What follows belongs to an exercise in optimizing a design on an open flow for small area, a short achievable clock period and few clock cycles; a production flow would make more cautious choices. At most, simulation tests tie the RTL to the original design; equivalence was not proved. Power and IR drop assume default switching activity.

Design pipeCpu, start of the top module:
module pipeCpu (
  input  logic               clock,
  input  logic               rstN,
  output logic [32-1:0] imemAddr,
  input  logic [31:0]        imemData,
  output logic [32-1:0] dmemAddr,
  output logic [32-1:0] dmemWdata,
  output logic [3:0]         dmemBe,
  output logic               dmemWe,
  input  logic [32-1:0] dmemRdata
);
  logic [9:0]         pc;         
  logic               squash;     
  logic [9:0]         redirPc;    
  logic [32-1:0] exA;
  logic [32-1:0] exS;        
  logic [11:0]        exImm;      
  logic exUseImm;
  logic [5-1:0] exRd;
  logic [2:0]         exF3;
  logic [9:0]         exAltPc;    
  logic exFwdA, exFwdB, exFwdS;   
  logic exWrite;                  
  logic exLoad;
  logic exStoreOp;
  logic exBranch;
  logic exPred;                   
  logic exSum, exSub, exSll, exSlt, exSltu, exXor, exSr, exOr, exAnd, exArith;
  logic [32-1:0] memRes;     
  logic [32-1:0] memLanes;
  logic [3:0]         memBe;
  logic [5-1:0] memRd;
  logic [2:0]         memF3;
  logic memWrite;
  logic memLoad;
  logic memStore;
  logic [32-1:0] loadData;
  logic [32-1:0] wbData;
  logic [32-1:0] laneData;
  logic [3:0] byteEnables;
  logic [32-1:0] a;
  logic [32-1:0] b;
  logic [32-1:0] s;
  logic [32-1:0] sum;
  logic [32-1:0] aluResult;
  logic eq, lt, ltu;
  logic taken;
  logic mispredict;
  logic exWriteV, exLoadV, exStoreV, exBranchV;   
  assign a = exFwdA ? memRes : exA;
  assign b = exFwdB ? memRes : exUseImm ? {{(32-12){exImm[11]}}, exImm} : exS;
  assign s = exFwdS ? wbData : exS;    
  alu exAlu (
    .a(a), .b(b), .sub(exSub),
  ...
Size: roughly 170 I/O pins, about 57,000 µm² of cells after synthesis.
Settings: LEC_CHECK=0, CAP_MARGIN=20, CORE_MARGIN=2, CORE_UTILIZATION=55, CTS_BUF_LIST=sky130_fd_sc_hd__clkbuf_16, CTS_CLUSTER_DIAMETER=100, CTS_CLUSTER_SIZE=24, PLACE_DENSITY=0.7, SETUP_SLACK_MARGIN=5, SLEW_MARGIN=60, TNS_END_PERCENT=10; clock period 9.0 ns.
standard.sh (not shown) runs the stock make flow with config.mk's settings and CLKGATE_MAP_FILE= SYNTH_SCRIPT=/design/flow/synth_recipe.tcl, a recipe that flattens the netlist after the stock synthesis.
==> flow/flow/run.sh <==
#!/bin/bash
# The standard layout (standard.sh) with two changes:
#  - synthesis: Yosys does not extract full/half-adder cells (ADDER_MAP_FILE
#    empty), so ABC maps the design's parallel-prefix adders and comparator
#    as plain gates;
#  - every input and output port still gets its own buffer, but a buf_4
#    instead of the delay cell buffer_ports picks by default.
# The whole output of the flow goes to flow_run.log in the work folder; ORFS
# keeps each tool's own log under orfs/logs/.
set -euo pipefail
export ADDER_MAP_FILE=
export BUFFER_PORTS_ARGS="-buffer_cell sky130_fd_sc_hd__buf_4"
bash standard.sh finish > flow_run.log 2>&1
The first run completed with no timing, DRC or antenna violations.
Testbench counts at the start, summed over its fixed seeds: cycles 42,780.
Change:
CORE_UTILIZATION = 40   (was 55)
PLACE_DENSITY = unset   (was 0.7)
The changed run completed without violations.
Power rises by 0.79%.
Routed wire length rises by 6.0%.
Count of clock-buffer cells in the layout is unchanged.
Synthesized area does not change.
First-iteration DRC count falls by 11%.
Die area rises by 37%.
Worst setup slack gets worse by 0.079 ns.

========
== P ==
Another version of the RTL of pipeCpu (not shown whole).
Size: roughly 4700 cells after synthesis, ~170 I/O pins, ~0.057 mm² of cells after synthesis.
Design pipeCpu, start of the top module:
module pipeCpu (
  input  logic               clock,
  input  logic               rstN,
  output logic [32-1:0] imemAddr,
  input  logic [31:0]        imemData,
  output logic [32-1:0] dmemAddr,
  output logic [32-1:0] dmemWdata,
  output logic [3:0]         dmemBe,
  output logic               dmemWe,
  input  logic [32-1:0] dmemRdata
);
  logic [9:0]         pc;         
  logic [32-1:0] exA;
  logic [32-1:0] exB;        
  logic [32-1:0] exS;        
  logic [5-1:0] exRd;
  logic [2:0]         exF3;
  logic [9:0]         exAltPc;    
  logic exFwdA, exFwdB, exFwdS;   
  logic exWrite;                  
  logic exLoad;
  logic exStoreOp;
  logic exBranch;
  logic exPred;                   
  logic exSum, exSub, exSll, exSlt, exSltu, exXor, exSr, exOr, exAnd, exArith;
  logic [32-1:0] memRes;     
  logic [32-1:0] memLanes;
  logic [3:0]         memBe;
  logic [5-1:0] memRd;
  logic [2:0]         memF3;
  logic memWrite;
  logic memLoad;
  logic memStore;
  logic [32-1:0] loadData;
  logic [32-1:0] wbData;
  logic [32-1:0] laneData;
  logic [3:0] byteEnables;
  logic [32-1:0] a;
  logic [32-1:0] b;
  logic [32-1:0] s;
  logic [32-1:0] sum;
  logic [32-1:0] aluResult;
  logic eq, lt, ltu;
  logic taken;
  logic mispredict;
  assign a = exFwdA ? memRes : exA;
  assign b = exFwdB ? (memRes ^ {32{exSub}}) : exB;  
  assign s = exFwdS ? wbData : exS;    
  alu exAlu (
    .a(a), .b(b), .cin(exSub),
    .selSum(exSum), .selSll(exSll), .selSlt(exSlt), .selSltu(exSltu),
    .selXor(exXor), .selSr(exSr), .selOr(exOr), .selAnd(exAnd), .arith(exArith),
    .sum(sum), .result(aluResult), .eq(eq), .lt(lt), .ltu(ltu)
  );
  assign taken = (exF3[2] ? (exF3[1] ? ltu : lt) : eq) ^ exF3[0];
  assign mispredict = exBranch && (taken != exPred);
  memAlign align (
    .loadF3(memF3), .loadAddrLow(memRes[1:0]), .memRdata(dmemRdata), .loadData(loadData),
    .storeF3(exF3), .storeAddrLow(sum[1:0]), .storeData(s),
  ...
clock: 9.0 ns
lec_check: 0
cap_margin: 20
core_margin: 2
core_utilization: 40
setup_slack_margin: 5
slew_margin: 20
run.sh (not shown) runs the stock make flow with config.mk's settings and CLKGATE_MAP_FILE= SYNTH_SCRIPT=/design/flow/synth_recipe.tcl, a recipe that flattens the netlist after the stock synthesis.
Stock flow here: none of the scripts above is used.
Inputs modified between P and Q:
==> flow/flow/run.sh (new file) <==
#!/bin/bash
# The standard layout (standard.sh), with one change to synthesis: Yosys
# does not extract full/half-adder cells (ADDER_MAP_FILE empty), so ABC maps
# the design's parallel-prefix adders and comparator as plain gates.
# The whole output of the flow goes to flow_run.log in the work folder; ORFS
# keeps each tool's own log under orfs/logs/.
set -euo pipefail
export ADDER_MAP_FILE=
bash standard.sh finish > flow_run.log 2>&1
==> flow/standard.sh (new file) <==
#!/bin/bash
# synth_recipe.tcl (not shown) runs the flow's synth.tcl, then flattens the netlist and writes it again
# the make line also repeats each setting of config.mk as NAME=value (left out here)
make -C /OpenROAD-flow-scripts/flow DESIGN_CONFIG=/design/flow/config.mk WORK_HOME=/design/flow/orfs CLKGATE_MAP_FILE= SYNTH_SCRIPT=/design/flow/synth_recipe.tcl "${@:-finish}"
removed: flow/run.sh
==> comparison <==
- Q: all stages complete, timing, DRC and antenna checks passed
- On biggest fanout along the worst timing path, the higher figure sits with Q, not P.
- Q against P: count of fill cells added during filler insertion shows an increase of 298; overall power moved down.
No run of this note included a check of the RTL's function; only the layout flow was run.

static timing again, ports no longer ideal:
The flow's constraints put no driver on any port. The routed layouts listed below were extracted and timed again, unchanged, in two steps.
Step 1 sets driving cells, clkbuf_16 on the clock port and buf_2 on the other inputs (assumed; they add their load-dependent delay and slew).
Step 2 moves the port delays by t, midway between the first and last clock arrival at a register: inputs arrive t later, outputs are due t later. That takes back most of the time a late clock gives input paths.
Three values: ideal ports, drivers, drivers and shift; two values: the first two.
run | t, ns | slack for setup (ns) | hold slack, ns | clock arrival spread, ns | worst data-port slew with drivers (ns)
the first run of note 1 | 0.799 | 4.971 / 4.992 / 4.205 | 0.330 / 0.330 / 0.330 | 0.039 / 0.039 | 0.08
the second run of note 1 | 0.818 | 4.893 / 4.893 / 4.146 | 0.328 / 0.328 / 0.328 | 0.049 / 0.049 | 0.11
P | 0.859 | 4.742 / 4.754 / 3.895 | 0.358 / 0.358 / 0.358 | 0.059 / 0.058 | 0.08
Q | 0.869 | 4.979 / 5.011 / 4.159 | 0.378 / 0.378 / 0.378 | 0.045 / 0.045 | 0.06
After both steps every run listed still meets setup and hold. For P, which loses most, drivers alone change the setup slack by +0.012 ns; drivers and shift together by -0.847 ns.
